Context: an optimization exercise on an open-source flow, tuned for small area, a short achievable clock period and few clock cycles per item. The choices shown serve that exercise and are no tape-out recipe. Only simulation tests tie the RTL to the original design; equivalence was not proved.

==> flow/design.v (outline; a module is shown in full before it is edited, if it fits) <==
// module lms_seq: 19 lines
// module lms_mac: 1070 lines
// module lms_gp: 12 lines
// module lms_fa: 11 lines
// module weight_bank: 21 lines
// module lms_weight_update: 29 lines
module lms_weight_update
(
    input  logic                       clk,
    input  logic                       rstn,
    input  logic                       start,      
    input  logic [lms_pkg::ERR_W-1:0]  err,        
    input  logic [lms_pkg::REFS_W-1:0] refs,       
    output logic                       busy,       
    output logic                       done,       
    output logic [lms_pkg::BANK_W-1:0] weights     
);
  // ...
==> flow/flow/run.sh <==
#!/bin/bash
# Standard layout, with plain buffers on the ports instead of the delay
# buffers buffer_ports picks by default.
set -euo pipefail
export BUFFER_PORTS_ARGS="-buffer_cell sky130_fd_sc_hd__buf_2"
bash standard.sh finish > standard_flow.log 2>&1
==> flow/standard.sh <==
#!/bin/bash
# synth_recipe.tcl (not shown) runs the flow's synth.tcl, then flattens the netlist and writes it again
# the make line also repeats each setting of config.mk as NAME=value (left out here)
make -C /OpenROAD-flow-scripts/flow DESIGN_CONFIG=/design/flow/config.mk WORK_HOME=/design/flow/orfs CLKGATE_MAP_FILE= SYNTH_SCRIPT=/design/flow/synth_recipe.tcl "${@:-finish}"
==> flow/config.mk <==
export PLATFORM = sky130hd
export DESIGN_NAME = lms_weight_update
export DESIGN_NICKNAME = lms_weight_update
export VERILOG_FILES = /design/flow/design.v
export SDC_FILE = /design/flow/constraint.sdc
export NUM_CORES = 4
export LEC_CHECK = 0
export CAP_MARGIN = 20
export CORE_MARGIN = 2
export CORE_UTILIZATION = 55
export SETUP_SLACK_MARGIN = 3.8
export SLEW_MARGIN = 20
export SYNTH_HIERARCHICAL = 1
export SYNTH_MINIMUM_KEEP_SIZE = 0
==> flow/constraint.sdc <==
create_clock -name core_clock -period 9.0 [get_ports {clk}]
set_input_delay 1.8000 -clock core_clock [delete_from_list [all_inputs] [get_ports {clk}]]
set_output_delay 1.8000 -clock core_clock [all_outputs]
set_load 0.01 [all_outputs]
==> flow_metrics.tcl, run 1 <==
set metrics [dict create \
    rows 161 \
    worstSkewPairLatency_ns 0.75 \
    wl_met3_um 23700 \
    place_area_um2 115000 \
    use_met2_pct 52.6 \
    worstPathMaxFanout 9 \
    path_cells "clkbuf_16, buf_12, buf_16, buf_8, and2_4, nand2_1, fa_2, fa_2, fa_2, fa_1, fa_1, ha_4, a21o_1, a21o_1, xor2_1" \
    grt_overflow 0 \
    slew_headroom_pct 34.5 \
    layout.nets 14414 \
    use_met1_pct 41.3 \
    inv_count 864 \
    r2r_cells 11 \
    r2r_start "u_bank.g_tap[8].u_mac.qw[10]$_DFF_PN1_" \
    drc 0 \
    cp_num_buf_inv 4 \
    grt_util_all_layers_pct 32.5 \
    seq_cell_count 625 \
    status "timing/DRC/antenna clean" \
    bufAreaShareNonClock_pct 6.61 \
    largest_reg_flops 512 \
    final_cells 13865 \
    fmax_ghz 0.189 \
    cpMaxStageDelayCell "fa_2" \
]
Testbench counts, summed over its fixed seeds: cycles 960, sweeps 960.
==> run 2: changes to the inputs <==
--- a/flow/config.mk
+++ b/flow/config.mk
@@ -8,7 +8,7 @@
 export CAP_MARGIN = 20
 export CORE_MARGIN = 2
 export CORE_UTILIZATION = 55
-export SETUP_SLACK_MARGIN = 3.8
+export SETUP_SLACK_MARGIN = 3.5
 export SLEW_MARGIN = 20
 export SYNTH_HIERARCHICAL = 1
 export SYNTH_MINIMUM_KEEP_SIZE = 0
==> run 2 against run 1 <==
Net effect:
- register-to-register slack improved by 0.03 ns
- cell count fell by 3.1%
- worst hold slack improved by 0.00054 ns
==> flow_metrics.tcl, run 2 <==
set metrics [dict create \
    status "timing/DRC/antenna clean" \
    r2r_cells 11 \
    fmax_ghz 0.184 \
    layout.nets 13989 \
    place_area_um2 114000 \
    cts-root-buf "clkbuf_16" \
    worstPathMaxFanout 4 \
    critPathLaunchType "flip-flop" \
    clock_sinks 625 \
    r2r_start "u_bank.g_tap[12].u_mac.qw[11]$_DFF_PN1_" \
    rows 161 \
    gp_congestion 0.910 \
    die_area_um2 196000 \
    setup_violations 0 \
    mostFrequentLayoutCell "nand2_1" \
    fillers 16144 \
    grt_max_degree 133 \
    grt_pass1_vias 83291 \
    rsz0062_at_grt "no" \
    drc 0 \
    viasPerCell 5.60 \
    clockBufferDepth 3 \
    largest_reg_flops 512 \
    dr.first_iter.drc_count 4764 \
    regToRegSetupSlack_ns 5.09 \
    worst_ep_arrival_time_ns 3.64 \
    area_growth_pct 11.3 \
    top_level_ports 752 \
    worstSkewPairLatency_ns 0.74 \
    coreArea_um2 192000 \
    holdCritPathClass "reg -> reg" \
    fin_util_pct 61.5 \
    layout_common_cells "2560 x nand2_1, 2094 x fa_1, 864 x inv_1" \
    post-route-period-util_pct 60.5 \
    hold_viol 0 \
    slew_violations 0 \
    final_cells 13432 \
    clk_pin_slew_ns 0.05 \
    finalInstanceArea_um2 118000 \
    wirelength_um 307000 \
    syn_avg_cell_area_um2 10.5 \
    die_y_um 443 \
    netlist_instances 10084 \
    yosys_warnings 8 \
    hold_path_end "u_bank.g_tap[8].u_mac.qw[31]$_DFF_PN1_" \
    routed-via-count 75216 \
    min_period_ns 5.44 \
    dpl.cell_count 13194 \
    critical_path.startpoint "u_bank.g_tap[8].u_mac.qw[4]$_DFF_PN1_" \
    min_path_cells 1 \
    cap_violations 0 \
    clock-skew-final_ns 0.0344 \
    slew_headroom_pct 42.4 \
    top_regs "u_bank.g_tap.u_mac.qw x512, u_bank.g_tap.u_mac.qk x112, u_seq.done x1" \
    worst_slack_ns 3.56 \
    drive_gt1_share_pct 22.0 \
    synth_area_um2 106000 \
    critPathKind "reg -> out" \
    place_hpwl_um 238000 \
    grt_overflow 0 \
    worst_pin_slew_ns 0.859 \
    timing.rr.end "u_bank.g_tap[12].u_mac.qw[15]$_DFF_PN1_" \
    pre_cts_slack_ns 2.03 \
    ant_nets 0 \
    numPortBuffers 750 \
    regMostFlops "u_bank.g_tap.u_mac.qw" \
    cts_max_level 3 \
    initial_utilization_pct 55.2 \
    chipWidth_um 443 \
    multiInputGateArea_um2 87400 \
    cts_tree "built" \
    regArea_um2 16400 \
    ctsHoldBuffers 0 \
    critPathRequiredTime_ns 7.20 \
    post_drt_wl_per_cell_um 22.8 \
    fin_tns_setup_ns 0 \
    drt_first_pass_iters 8 \
    grt_util_all_layers_pct 32.0 \
    min_from "u_bank.g_tap[8].u_mac.qw[31]$_DFF_PN1_" \
    grt_pass1_wl_um 483000 \
    cts_made_buffers 89 \
    cp-end-kind "output port" \
    antenna_found_initial 88 \
]
run 2: cell count changes in the layout (fill, tap and decap cells not counted), moves of 26 or more:
cell,change
buf_4,-337
fa_1,+274
fa_2,-274
ha_1,+57
nand2_1,+34
buf_12,-32
ha_4,-31
and2_2,-28
ha_2,-26
run 2: worst max path at each step:
| stage | endpoint | slack, ns | cells past startpoint |
|---|---|---|---|
| 5_1_grt | u_bank.g_tap[13].u_mac.qw[15]$_DFF_PN1_ | 3.50 | 14 |
| 2_1_floorplan | u_bank.g_tap[0].u_mac.qw[15]$_DFF_PN1_ | 3.35 | 14 |
| 6_report | weights[281] | 3.56 | 9 |
| 3_5_place_dp | u_bank.g_tap[15].u_mac.qw[19]$_DFF_PN1_ | 2.03 | 15 |
| 3_3_place_gp | u_bank.g_tap[11].u_mac.qw[15]$_DFF_PN1_ | 2.12 | 13 |
| 4_1_cts | u_bank.g_tap[4].u_mac.qw[15]$_DFF_PN1_ | 3.50 | 13 |
run 2: per-stage QoR:
stage               hold slack (ns)
global placement              0.482
detailed placement            0.488
global route                  0.502
CTS                           0.496
floorplan                     0.476
finish                        0.493
run 2: layout make-up:
cell class,instances,area share (%)
clock inverters,43,0.560
inverters,864,2.75
diodes,41,0.0870
clock buffers,122,2.18
multi-input cells,8402,74.0
flip-flops and latches,625,13.9
repair buffers,809,3.78
well taps,2526,2.68
run 2: per-layer routing:
metal  vias up  share of wire [%]  routed length, um  global-route usage [%]
met5         -              0.071                218                       0
met4        36                6.2              19000                    17.1
met3       724                6.7              20400                    5.94
met2      2820                 49             149000                    52.1
met1     39216                 39             118000                    40.8
li1      32420                  -                  -                       -
run 2: critical path: stages (launching register included):
cell and delay [ns]:
dfstp_2 0.54, inv_1 0.04, ha_1 0.22, nor2b_1 0.17
a31oi_1 0.37, o21ai_1 0.20, a31o_1 0.28, a21oi_1 0.21
xor2_1 0.62, buf_2 0.26
run 2: what timing repair did:
item,4_1_cts,5_1_grt
gates cloned,2,4
buffers inserted,0,26
setup endpoints to repair,180,46
gates resized for setup,67,25
==> run 3: changes to the inputs <==
==> flow/flow/run.sh (replaced) <==
#!/bin/bash
# Standard layout, with plain buffers on the ports instead of the delay
# buffers buffer_ports picks by default.
set -euo pipefail
export BUFFER_PORTS_ARGS="-buffer_cell sky130_fd_sc_hd__buf_1"
bash standard.sh finish > standard_flow.log 2>&1
--- a/flow/config.mk
+++ b/flow/config.mk
@@ -8,7 +8,7 @@
 export CAP_MARGIN = 20
 export CORE_MARGIN = 2
 export CORE_UTILIZATION = 55
-export SETUP_SLACK_MARGIN = 3.5
+export SETUP_SLACK_MARGIN = 3.3
 export SLEW_MARGIN = 20
 export SYNTH_HIERARCHICAL = 1
 export SYNTH_MINIMUM_KEEP_SIZE = 0
==> run 3 against run 2 <==
Net effect:
- synthesized cell count unchanged
- global-route usage decreased by 0.44 points
- sequential share of layout area increased by 0.32 points
- still clean
==> flow_metrics.tcl, run 3 <==
set metrics [dict create \
    critPathRequiredTime_ns 9.65 \
    post_drt_wl_per_cell_um 22.4 \
    cap_violations 0 \
    synth_area_um2 106000 \
    worst_slack_ns 3.36 \
    cts_max_level 3 \
    worstSkewPairLatency_ns 0.75 \
    gp_congestion 0.901 \
    cts_setup_buffers 0 \
    path_cells "clkbuf_4, buf_6, and2_2, nand2_1, fa_1, fa_1, fa_1, fa_1, fa_1, inv_1, ha_1, inv_1, a21o_1, a21o_1, xor2_1" \
    top_regs "u_bank.g_tap.u_mac.qw x512, u_bank.g_tap.u_mac.qk x112, u_seq.done x1" \
    critical_path.startpoint "err[1]" \
    place_area_um2 112000 \
    drt_first_pass_iters 6 \
    worstPathMaxFanout 14 \
    cts_tree "built" \
    chipWidth_um 443 \
    final_cells 13408 \
    status "timing/DRC/antenna clean" \
    viasPerCell 5.59 \
    regToRegSetupSlack_ns 5.03 \
    antenna_found_initial 69 \
    fin_util_pct 60.1 \
    dpl.cell_count 13195 \
    worst_pin_slew_ns 0.988 \
    holdCritPathClass "reg -> reg" \
    top_level_ports 752 \
    max_stage_delay_ns 0.55 \
    regMostFlops "u_bank.g_tap.u_mac.qw" \
    finalInstanceArea_um2 115000 \
    ctsHoldBuffers 0 \
    grt_max_degree 140 \
    clock-skew-final_ns 0.0435 \
    grt_pass1_vias 83327 \
    mostFrequentLayoutCell "nand2_1" \
    setup_violations 0 \
    slew_violations 0 \
    r2r_start "u_bank.g_tap[11].u_mac.qw[11]$_DFF_PN1_" \
    coreArea_um2 192000 \
    cts_made_buffers 91 \
    cp-endpoint "u_bank.g_tap[11].u_mac.qw[15]$_DFF_PN1_" \
    rsz0062_at_grt "yes" \
    timing.rr.end "u_bank.g_tap[11].u_mac.qw[15]$_DFF_PN1_" \
    clockBufferDepth 3 \
    post-route-period-util_pct 62.7 \
    yosys_warnings 8 \
    worst_ep_arrival_time_ns 6.29 \
    critPathKind "in -> reg" \
    layout_common_cells "2576 x nand2_1, 2398 x fa_1, 864 x inv_1" \
    multiInputGateArea_um2 85900 \
    grt_overflow 0 \
    clock_sinks 625 \
    die_y_um 443 \
    ant_nets 0 \
    layout.nets 13962 \
    cp-end-kind "flip-flop" \
    whs_ns 0.494 \
    slew_headroom_pct 34.2 \
    cts-root-buf "clkbuf_16" \
    regArea_um2 16400 \
    min_period_ns 5.64 \
    die_area_um2 196000 \
    initial_utilization_pct 55.2 \
    dr.first_iter.drc_count 4488 \
    pre_cts_slack_ns 1.89 \
    fin_tns_setup_ns 0 \
    routed-via-count 74928 \
    crit_top_cell "fa_1" \
    clk_pin_slew_ns 0.06 \
    r2r_cells 11 \
    critPathLaunchType "input port" \
    area_growth_pct 8.81 \
    largest_reg_flops 512 \
    wirelength_um 301000 \
    drc 0 \
    grt_util_all_layers_pct 31.6 \
    rows 161 \
    fmax_ghz 0.177 \
    grt_pass1_wl_um 478000 \
    syn_avg_cell_area_um2 10.5 \
    fillers 16561 \
    drive_gt1_share_pct 11.5 \
    place_hpwl_um 235000 \
    numPortBuffers 750 \
    netlist_instances 10084 \
    cpMaxStageDelayCell "fa_1" \
    hold_viol 0 \
]
run 3: cell count changes in the layout (fill, tap and decap cells not counted), moves of 37 or more:
| cell | before | now |
|---|---|---|
| and2_4 | 156 | 119 |
| fa_1 | 2094 | 2398 |
| ha_1 | 496 | 544 |
| buf_1 | 0 | 737 |
| buf_2 | 739 | 0 |
| fa_2 | 322 | 18 |
| ha_4 | 48 | 0 |
run 3: repair_timing:
action                                  in CTS  in global routing
endpoints found under the setup margin     218                 48
gates cloned                                 0                  2
resized for setup                           60                 32
hold endpoints to repair                     0                  0
run 3: area by class of cell:
cell class | count | share of cell area, %
multi-input cells | 8401 | 74.4
clock inverters | 58 | 0.734
well taps | 2526 | 2.74
flip-flops and latches | 625 | 14.2
diodes | 41 | 0.0889
inverters | 864 | 2.81
repair buffers | 781 | 2.80
clock buffers | 112 | 2.17
run 3: worst min-delay path by stage:
stage,startpoint,to,slack (ns),cells after the start
2_1_floorplan,u_bank.g_tap[0].u_mac.qw[31]$_DFF_PN1_,u_bank.g_tap[0].u_mac.qw[31]$_DFF_PN1_,0.48,1
3_3_place_gp,u_bank.g_tap[10].u_mac.qw[31]$_DFF_PN1_,u_bank.g_tap[10].u_mac.qw[31]$_DFF_PN1_,0.48,1
3_5_place_dp,u_bank.g_tap[12].u_mac.qw[31]$_DFF_PN1_,u_bank.g_tap[12].u_mac.qw[31]$_DFF_PN1_,0.49,1
4_1_cts,u_bank.g_tap[13].u_mac.qw[31]$_DFF_PN1_,u_bank.g_tap[13].u_mac.qw[31]$_DFF_PN1_,0.50,1
5_1_grt,u_bank.g_tap[10].u_mac.qw[31]$_DFF_PN1_,u_bank.g_tap[10].u_mac.qw[31]$_DFF_PN1_,0.50,1
6_report,u_bank.g_tap[12].u_mac.qw[31]$_DFF_PN1_,u_bank.g_tap[12].u_mac.qw[31]$_DFF_PN1_,0.49,1
run 3: routing by layer:
metal	GRT usage [%]	vias up	share of wire (%)
met5	0	-	0.062
met4	17.0	28	6.1
met3	5.27	707	6.3
met2	51.2	2786	49
met1	40.8	39036	39
li1	-	32371	-
run 3: worst max-delay path: cells and delay by family:
kind            cells  cell delay [ns]
compound gates      2             0.39
simple gates        2             0.53
buf+inv             4             0.77
xor+xnor            1             0.14
fa+ha+maj           6             2.61

==> separate check: timing with driven ports <==
In the flow no input, the clock included, has a driving cell. The finished layouts below were timed again as built, in two steps. Step 1: set_driving_cell puts a clkbuf_16 on clk and a buf_2 on each other input, an assumption about the parent block. Step 2, shift: input delay + t, output delay - t, t = (earliest + latest rising clock arrival at the registers) / 2. This alone moves slack from input paths to output paths. Slacks: ideal / step 1 / step 2; pairs: ideal / step 1.
run	shift t [ns]	setup slack, ns	worst register clock-pin slew, ns
run 1	0.823	3.710 / 3.397 / 2.574	0.07 / 0.07
run 2	0.825	3.558 / 3.340 / 2.516	0.07 / 0.07
run 3	0.830	3.356 / 3.328 / 2.498	0.07 / 0.07
After both steps setup and hold are still met in every run listed. The setup slack of run 1, which loses most, moves by -0.313 ns with the drivers and by -1.136 ns with both steps.
